What follows belongs to an exercise in optimizing a design on an open flow for small area, a short achievable clock period and few clock cycles per item; a production flow would make more cautious choices.
In this exercise RTL edits were held to simulation tests only and were not proved equivalent to the original.

## flow/design.v

```verilog
module particle_force_euler_step #(
    parameter int unsigned FRAC_BITS = 16
) (
    input  logic          aclk,
    input  logic          aresetn,
    input  logic          s_tvalid,
    output logic          s_tready,
    input  logic [87:0]   s_tdata,
    input  logic [1:0]    s_tuser,
    output logic          m_tvalid,
    input  logic          m_tready,
    output logic [159:0]  m_tdata,
    output logic [0:0]    m_tuser,
    input  logic          cfg_wr_en,
    input  logic [2:0]    cfg_addr,
    input  logic [31:0]   cfg_wdata
);
    function automatic logic [2:0] top_pair(input logic [31:0] v);
        logic [32:0] e;
        e = {v, 1'b0};
        top_pair = 3'd0;
        for (int c = 1; c < 8; c++) begin
            if (!(e[4*c +: 5] == 5'b00000 || e[4*c +: 5] == 5'b11111)) top_pair = c[2:0];
        end
    endfunction
    function automatic logic [4:0] pair_bits(input logic [31:0] v, input logic [2:0] c);
        logic [32:0] e;
        e = {v, 1'b0};
        pair_bits = e[4*c +: 5];
    endfunction
    function automatic logic [34:0] booth_row(input logic [2:0] x, input logic [31:0] md,
                                               input logic pneg);
        logic one, two, neg;
        logic [33:0] sel;
        one = x[1] ^ x[0];
        two = (x[2] & ~x[1] & ~x[0]) | (~x[2] & x[1] & x[0]);
        neg = (x[2] & ~(x[1] & x[0])) ^ pneg;
        sel = one ? {{2{md[31]}}, md} : two ? {md[31], md, 1'b0} : 34'd0;
        booth_row = {neg, sel ^ {34{neg}}};
    endfunction
    function automatic logic [63:0] mac_add(input logic [63:0] base, input logic [34:0] rh,
                                            input logic [34:0] rl, input logic cin);
        logic [63:0] b, c, s, cy;
        b = {{28{rh[33]}}, rh[33:0], 2'b00};
        c = {{30{rl[33]}}, rl[33:0]};
        s  = base ^ b ^ c;
        cy = {((base[62:0] & b[62:0]) | (base[62:0] & c[62:0]) | (b[62:0] & c[62:0])), cin};
        mac_add = s + cy;
    endfunction
    function automatic logic [32:0] clamp64(input logic [63:0] x);
        if (!x[63] && x[62:31] != 32'd0)             clamp64 = {1'b1, 32'h7FFF_FFFF};
        else if (x[63] && x[62:31] != 32'hFFFF_FFFF) clamp64 = {1'b1, 32'h8000_0000};
        else                                         clamp64 = {1'b0, x[31:0]};
    endfunction
    logic [30:0]        mass_r, drag_r;
    logic [31:0]        grav_r, wind_r, sx_r, sy_r, svx_r, svy_r;
    logic [31:0]        px_r, py_r, vx_r, vy_r;
    logic [31:0]        spd_r;           
    logic               sat_r;
    logic               mvalid_r;
    logic [63:0]        wx_r, wy_r;
    logic [35:0]        ax_r;            
    logic [33:0]        ay_r;            
    logic [16:0]        dt_r;
    logic               coll_r, rst_r;
    logic               negx_r, negy_r;
    logic               first_r, firsty_r, dfirst_r;
    logic [4:0]         cnt_r;
    logic [2:0]         cnty_r;
    localparam int I_IDLE = 0, I_KS = 1, I_KSX = 2, I_DX = 3, I_F = 4, I_DIV = 5,
                   I_AX = 6, I_V = 7, I_SQ = 8, I_SUM = 9, I_SQRT = 10, I_WAIT = 11;
    localparam int NS = 12;
    localparam int Y_DONE = 0, Y_MX = 1, Y_UX = 2, Y_MY = 3, Y_UY = 4;
    logic [NS-1:0] st_r, st_n;
    logic [4:0]    yst_r;
    logic s_idle, s_ks, s_ksx, s_dx, s_f, s_div, s_ax, s_v, s_sq, s_sum, s_sqrt, s_wait;
    assign s_idle = st_r[I_IDLE];
    assign s_ks   = st_r[I_KS];
    assign s_ksx  = st_r[I_KSX];
    assign s_dx   = st_r[I_DX];
    assign s_f    = st_r[I_F];
    assign s_div  = st_r[I_DIV];
    assign s_ax   = st_r[I_AX];
    assign s_v    = st_r[I_V];
    assign s_sq   = st_r[I_SQ];
    assign s_sum  = st_r[I_SUM];
    assign s_sqrt = st_r[I_SQRT];
    assign s_wait = st_r[I_WAIT];
    logic [30:0] m_div;
    assign m_div = (mass_r == 31'd0) ? 31'd1 : mass_r;
    logic [31:8] fmask;
    always_comb begin
        for (int i = 8; i < 32; i++) fmask[i] = (m_div >> (i - 7)) == 31'd0;
    end
    logic [2:0] drag_tp, dt_tp;
    always_ff @(posedge aclk) begin
        if (!aresetn)                          drag_tp <= 3'd0;
        else if (cfg_wr_en && cfg_addr == 3'd2) drag_tp <= top_pair({1'b0, cfg_wdata[30:0]});
        dt_tp   <= top_pair({15'd0, s_tdata[16:0]});
    end
    logic start;        
    assign start = s_idle && s_tvalid && (!mvalid_r || m_tready);
    logic y_fin;        
    assign y_fin = yst_r[Y_DONE] || yst_r[Y_UY];
    logic sqrt_last;
    assign sqrt_last = s_sqrt && (cnt_r == 5'd0);
    logic accept;
    assign accept = (sqrt_last || s_wait) && y_fin;
    assign s_tready = accept;
    logic cnt0;
    assign cnt0 = (cnt_r == 5'd0);
    logic [31:0] amd_x, amd_y;
    logic        apn_x, apn_y, abig_x, abig_y, asat_x, asat_y;
    assign abig_x = ax_r[33] | ax_r[32] | ax_r[31];
    assign abig_y = ay_r[33] | ay_r[32] | ay_r[31];
    assign amd_x  = abig_x ? (negx_r ? 32'h8000_0000 : 32'h7FFF_FFFF) : ax_r[31:0];
    assign amd_y  = abig_y ? (negy_r ? 32'h8000_0000 : 32'h7FFF_FFFF) : ay_r[31:0];
    assign apn_x  = negx_r & ~abig_x;
    assign apn_y  = negy_r & ~abig_y;
    assign asat_x = ax_r[33] | ax_r[32] | (ax_r[31] & (~negx_r | (ax_r[30:0] != 31'd0)));
    assign asat_y = ay_r[33] | ay_r[32] | (ay_r[31] & (~negy_r | (ay_r[30:0] != 31'd0)));
    logic [31:0] mdx, mrx;
    logic [2:0]  pcx;
    logic [4:0]  winx;
    logic [2:0]  dhx, dlx;
    logic        fx1, pnx, addx, invx;
    logic [63:0] basex;
    always_comb begin
        mdx = {1'b0, spd_r[30:0]};
        mrx = {1'b0, drag_r};
        if (s_dx)  begin mdx = vx_r;  mrx = {1'b0, ax_r[30:0]}; end
        if (s_ax)  begin mdx = amd_x; mrx = {15'd0, dt_r};       end
        if (s_sq)  begin mdx = vx_r;  mrx = vx_r;                end
        if (s_v)   mdx = vx_r;
        if (s_f)   mdx = wind_r;
        pcx  = s_idle ? drag_tp : cnt_r[2:0];
        fx1  = s_idle | first_r;
        pnx  = s_ax & apn_x;
        addx = s_f | s_v;                
        invx = s_f & ~coll_r;            
        winx = pair_bits(mrx, pcx);
        dhx  = addx ? 3'b000 : winx[4:2];
        dlx  = addx ? {2'b00, ~(s_f & coll_r)} : winx[2:0];
    end
    logic [34:0] rhx, rlx;
    assign rhx = booth_row(dhx, mdx, pnx);
    assign rlx = booth_row(dlx, mdx, pnx);
    always_comb begin
        if (addx) basex = {{16{wx_r[63]}}, wx_r[63:16]} ^ {64{invx}};
        else begin
            basex = fx1 ? 64'd0 : {wx_r[59:0], 4'd0};
            basex[0] = rlx[34];
            basex[2] = rhx[34];
        end
    end
    logic [63:0] macx;
    assign macx = mac_add(basex, rhx, rlx, invx);
    logic ylock;    
    assign ylock = s_dx | s_ax | s_sq;
    logic [31:0] mdy, mry;
    logic [2:0]  pcy;
    logic [4:0]  winy;
    logic [2:0]  dhy, dly;
    logic        fy1, pny, addy, invy;
    logic [63:0] basey;
    always_comb begin
        mdy = vy_r;
        mry = {15'd0, dt_r};
        if (s_dx) mry = {1'b0, ax_r[30:0]};
        if (s_ax) mdy = amd_y;
        if (s_sq) mry = vy_r;
        if (s_f)  mdy = grav_r;
        if (!ylock && !s_f && !s_v) begin
            if (yst_r[Y_MX]) mdy = vx_r;
            if (yst_r[Y_UX]) mdy = px_r;
            if (yst_r[Y_UY]) mdy = py_r;
        end
        pcy  = ylock ? cnt_r[2:0] : cnty_r;
        fy1  = ylock ? first_r : firsty_r;
        pny  = s_ax & apn_y;
        addy = s_f | s_v | yst_r[Y_UX] | yst_r[Y_UY];
        invy = s_f & ~coll_r;
        winy = pair_bits(mry, pcy);
        dhy  = addy ? 3'b000 : winy[4:2];
        dly  = addy ? {2'b00, ~(s_f & coll_r)} : winy[2:0];
    end
    logic [34:0] rhy, rly;
    assign rhy = booth_row(dhy, mdy, pny);
    assign rly = booth_row(dly, mdy, pny);
    always_comb begin
        if (addy) basey = {{16{wy_r[63]}}, wy_r[63:16]} ^ {64{invy}};
        else begin
            basey = fy1 ? 64'd0 : {wy_r[59:0], 4'd0};
            basey[0] = rly[34];
            basey[2] = rhy[34];
        end
    end
    logic [63:0] macy;
    assign macy = mac_add(basey, rhy, rly, invy);
    logic [32:0] d1ax, d1bx, d1tx, d1ay, d1by, d1ty;
    logic [30:0] r1x, r1y, r2x, r2y;
    logic [31:0] x2x, x2y;
    logic [32:0] t2x, t2y;
    always_comb begin
        if (s_f) begin
            d1ax = coll_r ? 33'd0 : wx_r[48:16];
            d1bx = coll_r ? wx_r[48:16] : {wind_r[31], wind_r};
            d1ay = coll_r ? 33'd0 : wy_r[48:16];
            d1by = coll_r ? wy_r[48:16] : {grav_r[31], grav_r};
        end else begin
            d1ax = {1'b0, wx_r[62:32], wx_r[31]};
            d1bx = {2'b00, m_div};
            d1ay = {1'b0, wy_r[62:32], wy_r[31]};
            d1by = {2'b00, m_div};
        end
        d1tx = d1ax - d1bx;
        d1ty = d1ay - d1by;
        r1x  = d1tx[32] ? d1ax[30:0] : d1tx[30:0];
        r1y  = d1ty[32] ? d1ay[30:0] : d1ty[30:0];
        x2x  = {r1x, wx_r[30]};
        x2y  = {r1y, wy_r[30]};
        t2x  = {1'b0, x2x} - {2'b00, m_div};
        t2y  = {1'b0, x2y} - {2'b00, m_div};
        r2x  = t2x[32] ? x2x[30:0] : t2x[30:0];
        r2y  = t2y[32] ? x2y[30:0] : t2y[30:0];
    end
    function automatic logic [33:0] force_mag(input logic [63:0] f, input logic [32:0] negf);
        logic hi, lo;
        logic [31:0] mag;
        hi = ~f[63] & (f[62:31] != 32'd0);
        lo = f[63] & (f[62:31] != 32'hFFFF_FFFF);
        if (!f[63]) mag = hi ? 32'h7FFF_FFFF : f[31:0];
        else        mag = lo ? 32'h8000_0000 : negf[31:0];
        force_mag = {hi | lo, f[63], mag};
    endfunction
    logic [33:0] fmx, fmy;
    assign fmx = force_mag(macx, d1tx);
    assign fmy = force_mag(macy, d1ty);
    logic fastx, fasty;
    assign fastx = (wx_r[55:32] & fmask) == 24'd0;
    assign fasty = (wy_r[55:32] & fmask) == 24'd0;
    logic [32:0] cmx, cmy;
    assign cmx = clamp64(macx);
    assign cmy = clamp64(macy);
    function automatic logic [50:0] signif(input logic [31:0] v, input logic [63:0] w);
        logic [47:0] p, u;
        p = w[63:16];
        u = ({{16{v[31]}}, v} ^ {{17{v[31]}}, v[31:1]}) | (p ^ {p[47], p[47:1]});
        signif = {u, 3'b000};
    endfunction
    function automatic logic [2:0] bound_pair(input logic [50:0] v);
        bound_pair = 3'd0;
        for (int c = 1; c < 8; c++) if (v[4*c +: 4] != 4'd0) bound_pair = c[2:0];
        if (v[50:32] != 19'd0) bound_pair = 3'd7;
    endfunction
    logic [2:0] v_tp, r_tp, vbx, vby;
    assign vbx  = bound_pair(signif(vx_r, wx_r));
    assign vby  = bound_pair(signif(vy_r, wy_r));
    assign v_tp = (vbx > vby) ? vbx : vby;
    assign r_tp = (top_pair(svx_r) > top_pair(svy_r)) ? top_pair(svx_r) : top_pair(svy_r);
    logic        ks_sat;
    logic [30:0] ks_val;
    assign ks_sat = wx_r[63:47] != 17'd0;
    assign ks_val = ks_sat ? 31'h7FFF_FFFF : wx_r[46:16];
    logic [63:0] ssum;
    logic        skip16;
    assign ssum   = wx_r + wy_r;
    assign skip16 = (wx_r[63:47] == 17'd0) && (wy_r[63:47] == 17'd0);
    logic [35:0] sx1, sx2, st1, st2;
    logic [36:0] sd1, sd2;
    logic [35:0] sr1, sr2;
    logic [31:0] sq1, sq2;
    always_comb begin
        sx1 = {ax_r[33:0], wx_r[63:62]};
        st1 = {2'b00, spd_r, 2'b01};
        sd1 = {1'b0, sx1} - {1'b0, st1};
        sr1 = sd1[36] ? sx1 : sd1[35:0];
        sq1 = {spd_r[30:0], ~sd1[36]};
        sx2 = {sr1[33:0], wx_r[61:60]};
        st2 = {2'b00, sq1, 2'b01};
        sd2 = {1'b0, sx2} - {1'b0, st2};
        sr2 = sd2[36] ? sx2 : sd2[35:0];
        sq2 = {sq1[30:0], ~sd2[36]};
    end
    always_ff @(posedge aclk) begin
        if (!aresetn) begin
            mass_r   <= 31'(1 << FRAC_BITS);
            grav_r   <= -32'sd642908;
            drag_r   <= '0;
            wind_r   <= '0;
            sx_r     <= '0;
            sy_r     <= '0;
            svx_r    <= '0;
            svy_r    <= '0;
        end else if (cfg_wr_en) begin
            case (cfg_addr)
                3'd0: mass_r <= cfg_wdata[30:0];
                3'd1: grav_r <= cfg_wdata;
                3'd2: drag_r <= cfg_wdata[30:0];
                3'd3: wind_r <= cfg_wdata;
                3'd4: sx_r   <= cfg_wdata;
                3'd5: sy_r   <= cfg_wdata;
                3'd6: svx_r  <= cfg_wdata;
                default: svy_r <= cfg_wdata;
            endcase
        end
    end
    always_comb begin
        st_n = st_r;
        if (accept) st_n = NS'(1) << I_IDLE;
        if (s_idle && start) begin
            if (s_tuser[0])        st_n = NS'(1) << I_SQ;
            else if (s_tuser[1])   st_n = NS'(1) << I_F;
            else if (drag_tp == 0) st_n = NS'(1) << I_KSX;
            else                   st_n = NS'(1) << I_KS;
        end
        if (s_ks && cnt0)  st_n = NS'(1) << I_KSX;
        if (s_ksx)         st_n = NS'(1) << I_DX;
        if (s_dx && cnt0)  st_n = NS'(1) << I_F;
        if (s_f)           st_n = NS'(1) << I_DIV;
        if (s_div && cnt0 && !(dfirst_r && !(fastx && fasty))) st_n = NS'(1) << I_AX;
        if (s_ax && cnt0)  st_n = NS'(1) << I_V;
        if (s_v)           st_n = NS'(1) << I_SQ;
        if (s_sq && cnt0)  st_n = NS'(1) << I_SUM;
        if (s_sum)         st_n = NS'(1) << I_SQRT;
        if (sqrt_last && !y_fin) st_n = NS'(1) << I_WAIT;
    end
    always_ff @(posedge aclk) begin
        dt_r <= s_tdata[16:0];
        if (!aresetn) begin
            st_r     <= NS'(1) << I_IDLE;
            yst_r    <= 5'(1) << Y_DONE;
            mvalid_r <= 1'b0;
            px_r     <= '0;
            py_r     <= '0;
            vx_r     <= '0;
            vy_r     <= '0;
            spd_r    <= '0;
            sat_r    <= 1'b0;
        end else begin
            st_r <= st_n;
            if (mvalid_r && m_tready) mvalid_r <= 1'b0;
            if (accept) mvalid_r <= 1'b1;
            first_r  <= 1'b0;
            dfirst_r <= 1'b0;
            if (s_idle) begin
                wx_r  <= s_tuser[1] ? {{16{s_tdata[48]}}, s_tdata[48:17], 16'd0} : macx;
                wy_r  <= {{16{s_tdata[80]}}, s_tdata[80:49], 16'd0};
                cnt_r <= {2'b00, drag_tp - 3'd1};
                if (start) begin
                    rst_r  <= s_tuser[0];
                    coll_r <= s_tuser[1];
                    sat_r  <= 1'b0;
                    if (s_tuser[0]) begin
                        px_r    <= sx_r;
                        py_r    <= sy_r;
                        vx_r    <= svx_r;
                        vy_r    <= svy_r;
                        cnt_r   <= {2'b00, r_tp};
                        first_r <= 1'b1;
                    end
                end
            end
            if (s_ks) begin
                wx_r  <= macx;
                cnt_r <= cnt_r - 5'd1;
            end
            if (s_ksx) begin
                ax_r    <= {5'd0, ks_val};
                if (ks_sat) sat_r <= 1'b1;
                cnt_r   <= {2'b00, top_pair({1'b0, ks_val})};
                first_r <= 1'b1;
            end
            if (s_dx || s_ax || s_sq) begin
                wx_r  <= macx;
                wy_r  <= macy;
                cnt_r <= cnt_r - 5'd1;
            end
            if (s_f) begin
                wx_r     <= {8'd0, fmx[31:0], 24'd0};
                wy_r     <= {8'd0, fmy[31:0], 24'd0};
                negx_r   <= fmx[32];
                negy_r   <= fmy[32];
                if (fmx[33] | fmy[33]) sat_r <= 1'b1;
                ax_r     <= '0;
                ay_r     <= '0;
                cnt_r    <= 5'd11;
                dfirst_r <= 1'b1;
            end
            if (s_div) begin
                if (dfirst_r && !(fastx && fasty)) begin
                    wx_r  <= {10'd0, wx_r[63:10]};
                    wy_r  <= {10'd0, wy_r[63:10]};
                    cnt_r <= 5'd16;
                end else begin
                    wx_r  <= {1'b0, r2x, wx_r[29:0], 2'b00};
                    wy_r  <= {1'b0, r2y, wy_r[29:0], 2'b00};
                    ax_r  <= {ax_r[33:0], ~d1tx[32], ~t2x[32]};
                    ay_r  <= {ay_r[31:0], ~d1ty[32], ~t2y[32]};
                    cnt_r <= cnt_r - 5'd1;
                    if (cnt0) begin
                        cnt_r   <= {2'b00, dt_tp};
                        first_r <= 1'b1;
                    end
                end
            end
            if (s_ax) begin
                if (asat_x | asat_y) sat_r <= 1'b1;
            end
            if (s_v) begin
                vx_r    <= cmx[31:0];
                vy_r    <= cmy[31:0];
                if (cmx[32] | cmy[32]) sat_r <= 1'b1;
                cnt_r   <= {2'b00, v_tp};
                first_r <= 1'b1;
            end
            if (s_sum) begin
                wx_r  <= skip16 ? {ssum[47:0], 16'd0} : ssum;
                cnt_r <= skip16 ? 5'd11 : 5'd15;
                ax_r  <= '0;
                spd_r <= '0;
            end
            if (s_sqrt) begin
                wx_r  <= {wx_r[59:0], 4'd0};
                ax_r  <= sr2;
                spd_r <= sq2;
                cnt_r <= cnt_r - 5'd1;
                if (cnt0 && sq2[31]) begin
                    spd_r <= 32'h7FFF_FFFF;
                    sat_r <= 1'b1;
                end
            end
            firsty_r <= 1'b0;
            if (yst_r[Y_MX] || yst_r[Y_MY]) begin
                wy_r   <= macy;
                cnty_r <= cnty_r - 3'd1;
                if (cnty_r == 3'd0) yst_r <= yst_r << 1;
            end
            if (yst_r[Y_UX]) begin
                px_r <= cmy[31:0];
                if (cmy[32]) sat_r <= 1'b1;
                cnty_r   <= dt_tp;
                firsty_r <= 1'b1;
                yst_r    <= 5'(1) << Y_MY;
            end
            if (yst_r[Y_UY]) begin
                py_r <= cmy[31:0];
                if (cmy[32]) sat_r <= 1'b1;
                yst_r <= 5'(1) << Y_DONE;
            end
            if (yst_r[Y_DONE] && s_sum && !rst_r) begin
                cnty_r   <= dt_tp;
                firsty_r <= 1'b1;
                yst_r    <= 5'(1) << Y_MX;
            end
        end
    end
    assign m_tvalid = mvalid_r;
    assign m_tdata  = {1'b0, spd_r[30:0], vy_r, vx_r, py_r, px_r};
    assign m_tuser  = sat_r;
endmodule
```

## flow/run.sh

```bash
#!/bin/bash
# synth_recipe.tcl (not shown) runs the flow's synth.tcl, then flattens the netlist and writes it again
# the make line also repeats each setting of config.mk as NAME=value (left out here)
make -C /OpenROAD-flow-scripts/flow DESIGN_CONFIG=/design/flow/config.mk WORK_HOME=/design/flow/orfs CLKGATE_MAP_FILE= SYNTH_SCRIPT=/design/flow/synth_recipe.tcl finish
```

## flow/config.mk

```make
export PLATFORM = sky130hd
export DESIGN_NAME = particle_force_euler_step
export DESIGN_NICKNAME = particle_force_euler_step
export VERILOG_FILES = /design/flow/design.v
export SDC_FILE = /design/flow/constraint.sdc
export NUM_CORES = 4
export LEC_CHECK = 0
export CAP_MARGIN = 20
export CORE_MARGIN = 2
export CORE_UTILIZATION = 40
export SETUP_SLACK_MARGIN = 5
export SLEW_MARGIN = 20
```

## flow/constraint.sdc

```tcl
create_clock -name core_clock -period 12.0 [get_ports {aclk}]
set_input_delay 2.4000 -clock core_clock [delete_from_list [all_inputs] [get_ports {aclk}]]
set_output_delay 2.4000 -clock core_clock [all_outputs]
set_load 0.01 [all_outputs]
```

==> impl_metrics.csv, run 1 <==
group,metric,value,unit
clocking,cts_buffers,85,
placement,place_congestion,1.097,
cells_and_area,nNetsFinal,11260,
cells_and_area,final_cells,13060,
sta,skew,75.24,ps
yosys,synth_area_leaders,"dfxtp_1, edfxtp_1, a21oi_1",
worst_setup_path,critical_path_class,"register to register",
global_route,grt_max_degree,182,
floorplanning,start_util,0.4026,
worst_setup_path,crit_family,"compound AO/OA/AOI/OAI gates",
detailed_routing,firstDrtPassIters,11,
sta,slew_headroom,0.09358,
sta,tns,0,ps
outcome,outcome,"finished clean",
cells_and_area,drive_above_1_share,0.1992,
job,drv_cap,0,
yosys,synth_top_area_frac,0.1255,
floorplanning,fp.dieH,430.5,um
cells_and_area,postLayoutCellArea,94350,um2
yosys,synth-edff-count,211,
detailed_routing,drtIter0Drc,14640,
worst_setup_path,cp-end-kind,"register",
detailed_routing,ant_nets,0,
global_route,overflow,0,
detailed_routing,finalWirelength,472.3,mm
global_route,grt_pass1_wl,633.0,mm
detailed_routing,wl_per_cell,36.18,um
placement,hpwl,339.2,mm
floorplanning,core,180700,um2
floorplanning,row_count,156,
clocking,cts_tree,"yes",
global_route,grtUsageTotal,0.4801,
detailed_routing,avgViaCountPerCell,6.900,
yosys,seq_area_frac_synth,0.2125,
floorplanning,dieWidth,430.5,um
sta,worstMarginPinSlew,1355,ps
clocking,clock-sinks,667,
sta,setup_viol,0,
detailed_routing,num_vias,90100,
yosys,ys_ff_latch,667,
yosys,synthArstFlopShare,0,
sta,hold_violations,0,
sta,hold_ws,455.9,ps
sta,max_freq,114.9,MHz
floorplanning,num_io_pins,293,
worst_setup_path,path_common_cell,"buf_12",
global_route,grt_pass1_vias,80130,
worst_setup_path,crit_arrival,9200,ps
yosys,syn_area,72770,um2
sta,rsz0062_at_grt,"true",
min_path,hold_class,"register to register",
placement,dp_cells,12350,
floorplanning,die-area,185300,um2
clocking,h-tree-depth,3,
yosys,synthFlopType,"dfxtp_1",
placement,port_buffers,284,
worst_setup_path,regToRegStartpoint,"ax_r[15]",
worst_setup_path,cp_max_fo,8,
yosys,syn_nets,10800,
sta,min_period_over_period,0.7256,
worst_setup_path,crit_buf_inv,8,
yosys,synth_top_cell_by_area,"dfxtp_1",
yosys,synthCells,10120,
placement,placed_area,79410,um2
sta,post-route-min-period,8707,ps
min_path,hp-start,"sy_r[24]",
global_route,antenna_found_initial,36,
worst_setup_path,start_kind,"register",
clocking,cts-root-buf,"clkbuf_16",
clocking,clk_pin_slew,60,ps
yosys,yosysUniqueCellTypes,103,
clocking,hold_buffers,0,
yosys,syn_avg_cell_area,7.187,um2
clocking,insertion_delay,760,ps
worst_setup_path,critical_path_required,12500,ps
cells_and_area,fillers,17500,
detailed_routing,drc_errors,0,
yosys,yosys_warnings,1,
sta,final-max-slew-violation-count,0,
worst_setup_path,startpoint,"ax_r[15]",
worst_setup_path,slowest_delay,620,ps
clocking,cts.path.max_buffers,3,
worst_setup_path,slowest_stage,"edfxtp_1",
cells_and_area,area_delta_synth_final,29.66,%
==> layout by cell type (no fill, tap or decap), types with 71 or more instances in the layout <==
master	instances
a211oi_1	96
a21o_1	203
a21oi_1	1060
a21oi_2	119
a31oi_1	91
and3_1	78
buf_12	90
buf_4	599
buf_6	103
clkbuf_16	94
clkdlybuf4s50_1	267
dfxtp_1	422
edfxtp_1	211
fa_1	119
ha_1	300
ha_4	72
inv_1	409
mux2i_1	216
nand2_1	1481
nand3_1	196
nand4_1	96
nor2_1	675
nor3_1	120
o211ai_1	78
o21a_1	71
o21ai_0	697
o22ai_1	231
xnor2_1	325
xor2_1	142
==> worst reg2reg max path: cells and delay by family (launching register included) <==
family                   cells  cell delay, ps
AO/OA/AOI/OAI               11            2620
AND/OR/NAND/NOR              7            2450
buffers and inverters        8            1240
adder cells (fa/ha/maj)      2             840
flip-flops                   1             620
multiplexers                 1             380
XOR/XNOR                     2             330
==> cell usage after synthesis (78+ instances only) <==
cell type  count
o22ai_1      265
clkbuf_1     633
a21oi_1     1209
ha_1         412
o21ai_0      832
nor3_1       154
nor2_1       736
edfxtp_1     211
and3_1        83
nand2_1     1531
fa_1         129
a21o_1       205
xnor2_1      370
nand4_1       96
o211ai_1      78
inv_1        436
a31oi_1      107
xor2_1       167
mux2i_1      254
dfxtp_1      456
nand3_1      206
a211oi_1     131
==> worst paths after layout <==
path | endpoint | slack, ps | cells past startpoint
max reg2reg | wx_r[33] | 3290 | 31
min reg2reg | sy_r[24] | 460 | 2
max | wx_r[33] | 3290 | 31
min | sy_r[24] | 460 | 2
==> kinds of logic after synthesis <==
group           synth area share
fa+ha+maj                 0.1063
compound gates            0.2966
xor+xnor                 0.06608
mux                      0.05045
other cells           0.00005154
flops                     0.2125
simple gates              0.2029
buf+inv                  0.06507
==> final cells by class <==
class / instances / area (um2) / area share
well taps: 2370 / 2965 / 0.03143
diodes: 31 / 77.57 / 0.0008222
flip-flops and latches: 667 / 15540 / 0.1647
multi-input cells: 8262 / 59700 / 0.6328
clock inverters: 39 / 516.7 / 0.005477
repair buffers: 1128 / 11380 / 0.1206
inverters: 440 / 1733 / 0.01837
clock buffers: 120 / 2434 / 0.02579
==> flip-flops by register name, summed over array words and instances, names as in the netlist, 3 cells and up <==
signal,cells
py_r,32
vx_r,32
yst_r,5
ax_r,34
wx_r,64
svy_r,32
wind_r,32
mass_r,31
cnt_r,5
svx_r,32
spd_r,32
drag_r,31
drag_tp,3
wy_r,64
dt_r,17
dt_tp,3
grav_r,32
st_r,12
sy_r,32
sx_r,32
vy_r,32
cnty_r,3
ay_r,34
px_r,32
==> per-stage QoR <==
step | utilization | setup slack (ps)
global placement | 0.4394 | 1500
CTS | 0.4994 | 3571
floorplan | - | 3572
global route | 0.5216 | 3259
finish | 0.5220 | 3293
detailed placement | 0.4394 | 1379
==> layer usage <==
layer,wire (um),up-vias,share of wire,track usage
met5,473,-,0.0010,0.005464
met4,43520,24,0.092,0.3542
met3,68950,1929,0.15,0.1744
met2,183200,7384,0.39,0.6569
met1,176200,43180,0.37,0.6128
li1,-,37580,-,-
==> repair_timing <==
item	in CTS	in global routing
gates cloned	38	8
setup endpoints to repair	276	261
gates resized for setup	885	513
pin swaps	228	232
setup buffers	316	152
Testbench counts, summed over its fixed seeds: cycles 114,115, items 2,880.
==> run 2, diff against run 1 <==
--- a/flow/design.v
+++ b/flow/design.v
@@ -19,14 +19,14 @@
         logic [32:0] e;
         e = {v, 1'b0};
         top_pair = 3'd0;
-        for (int c = 1; c < 8; c++) begin
-            if (!(e[4*c +: 5] == 5'b00000 || e[4*c +: 5] == 5'b11111)) top_pair = c[2:0];
+        for (int c = 1; c < 4; c++) begin
+            if (!(e[8*c +: 9] == 9'h000 || e[8*c +: 9] == 9'h1FF)) top_pair = c[2:0];
         end
     endfunction
-    function automatic logic [4:0] pair_bits(input logic [31:0] v, input logic [2:0] c);
+    function automatic logic [8:0] pair_bits(input logic [31:0] v, input logic [2:0] c);
         logic [32:0] e;
         e = {v, 1'b0};
-        pair_bits = e[4*c +: 5];
+        pair_bits = e[8*c[1:0] +: 9];
     endfunction
     function automatic logic [34:0] booth_row(input logic [2:0] x, input logic [31:0] md,
                                                input logic pneg);
@@ -38,14 +38,19 @@
         sel = one ? {{2{md[31]}}, md} : two ? {md[31], md, 1'b0} : 34'd0;
         booth_row = {neg, sel ^ {34{neg}}};
     endfunction
-    function automatic logic [63:0] mac_add(input logic [63:0] base, input logic [34:0] rh,
-                                            input logic [34:0] rl, input logic cin);
-        logic [63:0] b, c, s, cy;
-        b = {{28{rh[33]}}, rh[33:0], 2'b00};
-        c = {{30{rl[33]}}, rl[33:0]};
-        s  = base ^ b ^ c;
-        cy = {((base[62:0] & b[62:0]) | (base[62:0] & c[62:0]) | (b[62:0] & c[62:0])), cin};
-        mac_add = s + cy;
+    function automatic logic [127:0] csa(input logic [63:0] a, input logic [63:0] b,
+                                         input logic [63:0] c, input logic cin);
+        csa = {((a[62:0] & b[62:0]) | (a[62:0] & c[62:0]) | (b[62:0] & c[62:0])), cin,
+               a ^ b ^ c};
+    endfunction
+    function automatic logic [63:0] mac_add(input logic [63:0] base, input logic [34:0] r3,
+                                            input logic [34:0] r2, input logic [34:0] r1,
+                                            input logic [34:0] r0, input logic cin);
+        logic [127:0] l1, l2, l3;
+        l1 = csa(base, {{24{r3[33]}}, r3[33:0], 6'd0}, {{26{r2[33]}}, r2[33:0], 4'd0}, 1'b0);
+        l2 = csa(l1[63:0], l1[127:64], {{28{r1[33]}}, r1[33:0], 2'd0}, 1'b0);
+        l3 = csa(l2[63:0], l2[127:64], {{30{r0[33]}}, r0[33:0]}, cin);
+        mac_add = l3[63:0] + l3[127:64];
     endfunction
     function automatic logic [32:0] clamp64(input logic [63:0] x);
         if (!x[63] && x[62:31] != 32'd0)             clamp64 = {1'b1, 32'h7FFF_FFFF};
@@ -86,8 +91,13 @@
     assign s_sum  = st_r[I_SUM];
     assign s_sqrt = st_r[I_SQRT];
     assign s_wait = st_r[I_WAIT];
+    logic        mzero_r;
     logic [30:0] m_div;
-    assign m_div = (mass_r == 31'd0) ? 31'd1 : mass_r;
+    always_ff @(posedge aclk) begin
+        if (!aresetn)                           mzero_r <= 1'b0;
+        else if (cfg_wr_en && cfg_addr == 3'd0) mzero_r <= cfg_wdata[30:0] == 31'd0;
+    end
+    assign m_div = {mass_r[30:1], mass_r[0] | mzero_r};
     logic [31:8] fmask;
     always_comb begin
         for (int i = 8; i < 32; i++) fmask[i] = (m_div >> (i - 7)) == 31'd0;
@@ -121,8 +131,8 @@
     assign asat_y = ay_r[33] | ay_r[32] | (ay_r[31] & (~negy_r | (ay_r[30:0] != 31'd0)));
     logic [31:0] mdx, mrx;
     logic [2:0]  pcx;
-    logic [4:0]  winx;
-    logic [2:0]  dhx, dlx;
+    logic [8:0]  winx;
+    logic [2:0]  d3x, d2x, d1x, d0x;
     logic        fx1, pnx, addx, invx;
     logic [63:0] basex;
     always_comb begin
@@ -139,28 +149,34 @@
         addx = s_f | s_v;                
         invx = s_f & ~coll_r;            
         winx = pair_bits(mrx, pcx);
-        dhx  = addx ? 3'b000 : winx[4:2];
-        dlx  = addx ? {2'b00, ~(s_f & coll_r)} : winx[2:0];
+        d3x  = addx ? 3'b000 : winx[8:6];
+        d2x  = addx ? 3'b000 : winx[6:4];
+        d1x  = addx ? 3'b000 : winx[4:2];
+        d0x  = addx ? {2'b00, ~(s_f & coll_r)} : winx[2:0];
     end
-    logic [34:0] rhx, rlx;
-    assign rhx = booth_row(dhx, mdx, pnx);
-    assign rlx = booth_row(dlx, mdx, pnx);
+    logic [34:0] br3x, br2x, br1x, br0x;
+    assign br3x = booth_row(d3x, mdx, pnx);
+    assign br2x = booth_row(d2x, mdx, pnx);
+    assign br1x = booth_row(d1x, mdx, pnx);
+    assign br0x = booth_row(d0x, mdx, pnx);
     always_comb begin
         if (addx) basex = {{16{wx_r[63]}}, wx_r[63:16]} ^ {64{invx}};
         else begin
-            basex = fx1 ? 64'd0 : {wx_r[59:0], 4'd0};
-            basex[0] = rlx[34];
-            basex[2] = rhx[34];
+            basex = fx1 ? 64'd0 : {wx_r[55:0], 8'd0};
+            basex[0] = br0x[34];
+            basex[2] = br1x[34];
+            basex[4] = br2x[34];
+            basex[6] = br3x[34];
         end
     end
     logic [63:0] macx;
-    assign macx = mac_add(basex, rhx, rlx, invx);
+    assign macx = mac_add(basex, br3x, br2x, br1x, br0x, invx);
     logic ylock;    
     assign ylock = s_dx | s_ax | s_sq;
     logic [31:0] mdy, mry;
     logic [2:0]  pcy;
-    logic [4:0]  winy;
-    logic [2:0]  dhy, dly;
+    logic [8:0]  winy;
+    logic [2:0]  d3y, d2y, d1y, d0y;
     logic        fy1, pny, addy, invy;
     logic [63:0] basey;
     always_comb begin
@@ -181,24 +197,30 @@
         addy = s_f | s_v | yst_r[Y_UX] | yst_r[Y_UY];
         invy = s_f & ~coll_r;
         winy = pair_bits(mry, pcy);
-        dhy  = addy ? 3'b000 : winy[4:2];
-        dly  = addy ? {2'b00, ~(s_f & coll_r)} : winy[2:0];
+        d3y  = addy ? 3'b000 : winy[8:6];
+        d2y  = addy ? 3'b000 : winy[6:4];
+        d1y  = addy ? 3'b000 : winy[4:2];
+        d0y  = addy ? {2'b00, ~(s_f & coll_r)} : winy[2:0];
     end
-    logic [34:0] rhy, rly;
-    assign rhy = booth_row(dhy, mdy, pny);
-    assign rly = booth_row(dly, mdy, pny);
+    logic [34:0] br3y, br2y, br1y, br0y;
+    assign br3y = booth_row(d3y, mdy, pny);
+    assign br2y = booth_row(d2y, mdy, pny);
+    assign br1y = booth_row(d1y, mdy, pny);
+    assign br0y = booth_row(d0y, mdy, pny);
     always_comb begin
         if (addy) basey = {{16{wy_r[63]}}, wy_r[63:16]} ^ {64{invy}};
         else begin
-            basey = fy1 ? 64'd0 : {wy_r[59:0], 4'd0};
-            basey[0] = rly[34];
-            basey[2] = rhy[34];
+            basey = fy1 ? 64'd0 : {wy_r[55:0], 8'd0};
+            basey[0] = br0y[34];
+            basey[2] = br1y[34];
+            basey[4] = br2y[34];
+            basey[6] = br3y[34];
         end
     end
     logic [63:0] macy;
-    assign macy = mac_add(basey, rhy, rly, invy);
+    assign macy = mac_add(basey, br3y, br2y, br1y, br0y, invy);
     logic [32:0] d1ax, d1bx, d1tx, d1ay, d1by, d1ty;
-    logic [30:0] r1x, r1y, r2x, r2y;
+    logic [30:0] dr1x, dr1y, dr2x, dr2y;
     logic [31:0] x2x, x2y;
     logic [32:0] t2x, t2y;
     always_comb begin
@@ -215,14 +237,14 @@
         end
         d1tx = d1ax - d1bx;
         d1ty = d1ay - d1by;
-        r1x  = d1tx[32] ? d1ax[30:0] : d1tx[30:0];
-        r1y  = d1ty[32] ? d1ay[30:0] : d1ty[30:0];
-        x2x  = {r1x, wx_r[30]};
-        x2y  = {r1y, wy_r[30]};
+        dr1x  = d1tx[32] ? d1ax[30:0] : d1tx[30:0];
+        dr1y  = d1ty[32] ? d1ay[30:0] : d1ty[30:0];
+        x2x  = {dr1x, wx_r[30]};
+        x2y  = {dr1y, wy_r[30]};
         t2x  = {1'b0, x2x} - {2'b00, m_div};
         t2y  = {1'b0, x2y} - {2'b00, m_div};
-        r2x  = t2x[32] ? x2x[30:0] : t2x[30:0];
-        r2y  = t2y[32] ? x2y[30:0] : t2y[30:0];
+        dr2x  = t2x[32] ? x2x[30:0] : t2x[30:0];
+        dr2y  = t2y[32] ? x2y[30:0] : t2y[30:0];
     end
     function automatic logic [33:0] force_mag(input logic [63:0] f, input logic [32:0] negf);
         logic hi, lo;
@@ -250,8 +272,8 @@
     endfunction
     function automatic logic [2:0] bound_pair(input logic [50:0] v);
         bound_pair = 3'd0;
-        for (int c = 1; c < 8; c++) if (v[4*c +: 4] != 4'd0) bound_pair = c[2:0];
-        if (v[50:32] != 19'd0) bound_pair = 3'd7;
+        for (int c = 1; c < 4; c++) if (v[1 + 8*c +: 8] != 8'd0) bound_pair = c[2:0];
+        if (v[50:33] != 18'd0) bound_pair = 3'd3;
     endfunction
     logic [2:0] v_tp, r_tp, vbx, vby;
     assign vbx  = bound_pair(signif(vx_r, wx_r));
@@ -263,9 +285,10 @@
     assign ks_sat = wx_r[63:47] != 17'd0;
     assign ks_val = ks_sat ? 31'h7FFF_FFFF : wx_r[46:16];
     logic [63:0] ssum;
-    logic        skip16;
+    logic        skip16, skip20;
     assign ssum   = wx_r + wy_r;
     assign skip16 = (wx_r[63:47] == 17'd0) && (wy_r[63:47] == 17'd0);
+    assign skip20 = (wx_r[63:43] == 21'd0) && (wy_r[63:43] == 21'd0);
     logic [35:0] sx1, sx2, st1, st2;
     logic [36:0] sd1, sd2;
     logic [35:0] sr1, sr2;
@@ -393,8 +416,8 @@
                     wy_r  <= {10'd0, wy_r[63:10]};
                     cnt_r <= 5'd16;
                 end else begin
-                    wx_r  <= {1'b0, r2x, wx_r[29:0], 2'b00};
-                    wy_r  <= {1'b0, r2y, wy_r[29:0], 2'b00};
+                    wx_r  <= {1'b0, dr2x, wx_r[29:0], 2'b00};
+                    wy_r  <= {1'b0, dr2y, wy_r[29:0], 2'b00};
                     ax_r  <= {ax_r[33:0], ~d1tx[32], ~t2x[32]};
                     ay_r  <= {ay_r[31:0], ~d1ty[32], ~t2y[32]};
                     cnt_r <= cnt_r - 5'd1;
@@ -415,8 +438,8 @@
                 first_r <= 1'b1;
             end
             if (s_sum) begin
-                wx_r  <= skip16 ? {ssum[47:0], 16'd0} : ssum;
-                cnt_r <= skip16 ? 5'd11 : 5'd15;
+                wx_r  <= skip20 ? {ssum[43:0], 20'd0} : skip16 ? {ssum[47:0], 16'd0} : ssum;
+                cnt_r <= skip20 ? 5'd10 : skip16 ? 5'd11 : 5'd15;
                 ax_r  <= '0;
                 spd_r <= '0;
             end
--- a/flow/config.mk
+++ b/flow/config.mk
@@ -9,4 +9,4 @@
 export CORE_MARGIN = 2
 export CORE_UTILIZATION = 40
 export SETUP_SLACK_MARGIN = 5
-export SLEW_MARGIN = 20
+export SLEW_MARGIN = 30
==> run 2 against run 1 <==
  * Still clean on timing, DRC and antenna
  * Die area grew 11%
  * Global-route usage hardly changed
  * Fmax down 8.4%
  * Design area is 15% higher
  * First-iteration DRC count is 1.1% higher
  * Sequential share of layout area down 2.2 points
  * Setup slack got worse by 790 ps
  * Critical path type unchanged
  * Critical endpoint is now wx_r[38]
  * Highest routed layer unchanged
==> impl_metrics.csv, run 2 <==
group,metric,value,unit
worst_setup_path,path_common_cell,"buf_6",
sta,hold_violations,0,
worst_setup_path,cp_max_fo,7,
clocking,cts.path.max_buffers,3,
detailed_routing,drt-met1-wl,189.3,mm
global_route,grt_pass1_vias,90420,
yosys,synth_top_cell_by_area,"dfxtp_1",
detailed_routing,wl_met2,211.0,mm
sta,worstMarginPinSlew,1185,ps
worst_setup_path,critical_path_class,"register to register",
yosys,synthCells,11030,
cells_and_area,area_delta_synth_final,33.44,%
yosys,synth_area_leaders,"dfxtp_1, fa_1, edfxtp_1",
cells_and_area,nNetsFinal,12810,
yosys,syn_area,81140,um2
yosys,ys_ff_latch,666,
yosys,yosysUniqueCellTypes,116,
placement,port_buffers,284,
floorplanning,die-area,206500,um2
placement,hpwl,379.4,mm
detailed_routing,wl_met3,67.43,mm
yosys,syn_nets,11960,
clocking,cts_buffers,82,
detailed_routing,ant_nets,0,
worst_setup_path,start_kind,"register",
clocking,h-tree-depth,3,
detailed_routing,wl_per_cell,35.56,um
detailed_routing,finalWirelength,521.1,mm
placement,dp_cells,13850,
global_route,grt_max_degree,160,
sta,tns,0,ps
min_path,hold_class,"register to register",
cells_and_area,layout_commonest_cell,"nand2_1",
global_route,overflow,0,
floorplanning,fp.dieH,454.4,um
yosys,yosys_warnings,1,
yosys,synth_top_area_frac,0.1123,
worst_setup_path,slowest_delay,550,ps
worst_setup_path,crit_arrival,9980,ps
detailed_routing,drtIter0Drc,14800,
sta,slew_headroom,0.2044,
global_route,grtUsageTotal,0.4802,
detailed_routing,firstDrtPassIters,10,
yosys,syn_avg_cell_area,7.355,um2
yosys,synthFlopType,"dfxtp_1",
floorplanning,dieWidth,454.4,um
worst_setup_path,cp-end-kind,"register",
job,drv_cap,0,
worst_setup_path,slowest_stage,"fa_1",
floorplanning,num_io_pins,293,
worst_setup_path,critical_path_required,12480,ps
sta,final-max-slew-violation-count,0,
yosys,seq_area_frac_synth,0.1903,
clocking,cts-root-buf,"clkbuf_16",
cells_and_area,drive_above_1_share,0.2319,
yosys,synth-edff-count,211,
cells_and_area,final_cell_mix,"nand2_1, a21oi_1, buf_4",
floorplanning,core,201900,um2
clocking,cts_tree,"yes",
floorplanning,start_util,0.4019,
sta,max_freq,105.3,MHz
detailed_routing,top_layer,"met5",
sta,setup_viol,0,
detailed_routing,num_vias,97490,
detailed_routing,avgViaCountPerCell,6.653,
yosys,synthArstFlopShare,0,
sta,post-route-min-period,9501,ps
global_route,grt_pass1_wl,703.7,mm
sta,rsz0062_at_grt,"true",
cells_and_area,final_cells,14650,
clocking,clk_pin_slew,60,ps
sta,min_period_over_period,0.7917,
clocking,clock-sinks,666,
global_route,antenna_found_initial,46,
placement,place_congestion,1.102,
cells_and_area,reg_top3,"wx_r x64, wy_r x64",
clocking,insertion_delay,750,ps
floorplanning,row_count,165,
yosys,synthTopCellsByCount,"nand2_1, a21oi_1, inv_1",
detailed_routing,drc_errors,0,
outcome,outcome,"finished clean",
clocking,hold_buffers,0,
sta,hold_ws,446.9,ps
sta,skew,83.96,ps
yosys,synth.most_common_cell,"nand2_1",
[run 2: through the flow]
step | instance area (um2) | utilization | setup slack, ps
after floorplan | 81910 | - | 3004
after global placement | 90050 | 0.4460 | 812.6
after detailed placement | 90240 | 0.4469 | 803.8
after CTS | 102400 | 0.5074 | 2682
after global routing | 108200 | 0.5360 | 2267
final | 108300 | 0.5363 | 2499
[run 2: kinds of logic after synthesis]
| logic type | count (synthesis) | synth area share |
|---|---|---|
| DFF | 666 | 0.1903 |
| adders and majority gates | 793 | 0.1553 |
| other | 1 | 0.00004621 |
| xor gates and xnor gates | 696 | 0.07690 |
| muxes | 281 | 0.03684 |
| buffers and inverters | 1602 | 0.07748 |
| and+or+nand+nor | 3340 | 0.1827 |
| AOI/OAI and AO/OA | 3654 | 0.2804 |
[run 2: what timing repair did]
action / CTS / global route
setup endpoints to repair: 282 / 276
gates cloned: 37 / 12
pin swaps: 396 / 377
setup buffers: 357 / 215
resized for setup: 1090 / 785
[run 2: layout make-up]
cell class	instances	area, um2
Inverter	770	2943
Timing Repair Buffer	1592	15790
Multi-Input combinational cell	8773	67740
Fill cell	19140	93620
Antenna cell	27	67.56
Tap cell	2672	3343
Clock buffer	111	2340
Clock inverter	43	578.1
Sequential cell	666	15490
[run 2: per-layer routing]
layer	up-vias	global-route usage
li1	40780	-
met1	47370	0.5882
met2	7274	0.6929
met3	2030	0.1507
met4	34	0.3816
met5	-	0
[run 2: worst paths after layout]
| kind | to | slack, ps | depth (start not counted) | from |
|---|---|---|---|---|
| setup / recovery | wx_r[38] | 2500 | 39 | st_r[8] |
| hold / removal | mzero_r | 450 | 2 | mzero_r |
| setup reg to reg | wx_r[38] | 2500 | 39 | st_r[8] |
| hold reg to reg | mzero_r | 450 | 2 | mzero_r |
[run 2: critical path, delay by kind of cell (launching register included)]
kind / cells / cell delay [ps]
AO/OA/AOI/OAI: 13 / 2980
XOR/XNOR: 2 / 400
buffers and inverters: 11 / 1550
adder cells (fa/ha/maj): 4 / 1830
flip-flops: 1 / 410
AND/OR/NAND/NOR: 9 / 2050
Testbench counts of run 2, summed over its fixed seeds: cycles 95,178, items 2,880.

[re-timing with driven ports]
The results above use ideal ports. As a check the final layouts listed here were re-extracted and re-timed, cells and wires unchanged. Step 1 (the two cells are an assumption about what drives the block):
set clk [get_ports {aclk}]
set_driving_cell -lib_cell sky130_fd_sc_hd__clkbuf_16 $clk
set_driving_cell -lib_cell sky130_fd_sc_hd__buf_2 [delete_from_list [all_inputs] $clk]
Step 2 also shifts input and output timing later by t, the mid clock arrival at the registers, as if the neighbouring blocks saw the same clock. Three values: no drivers, after step 1, after step 2; two values: the first two.
run | t (ns) | setup slack, ns | worst setup path at the end | latest minus earliest clock arrival (ns) | slew at the worst register clock pin (ns)
run 1 | 0.821 | 3.293 / 3.293 / 3.293 | register to register | 0.076 / 0.076 | 0.07 / 0.07
run 2 | 0.800 | 2.499 / 2.499 / 2.499 | register to register | 0.086 / 0.085 | 0.07 / 0.07
After both steps every run listed still meets setup and hold.
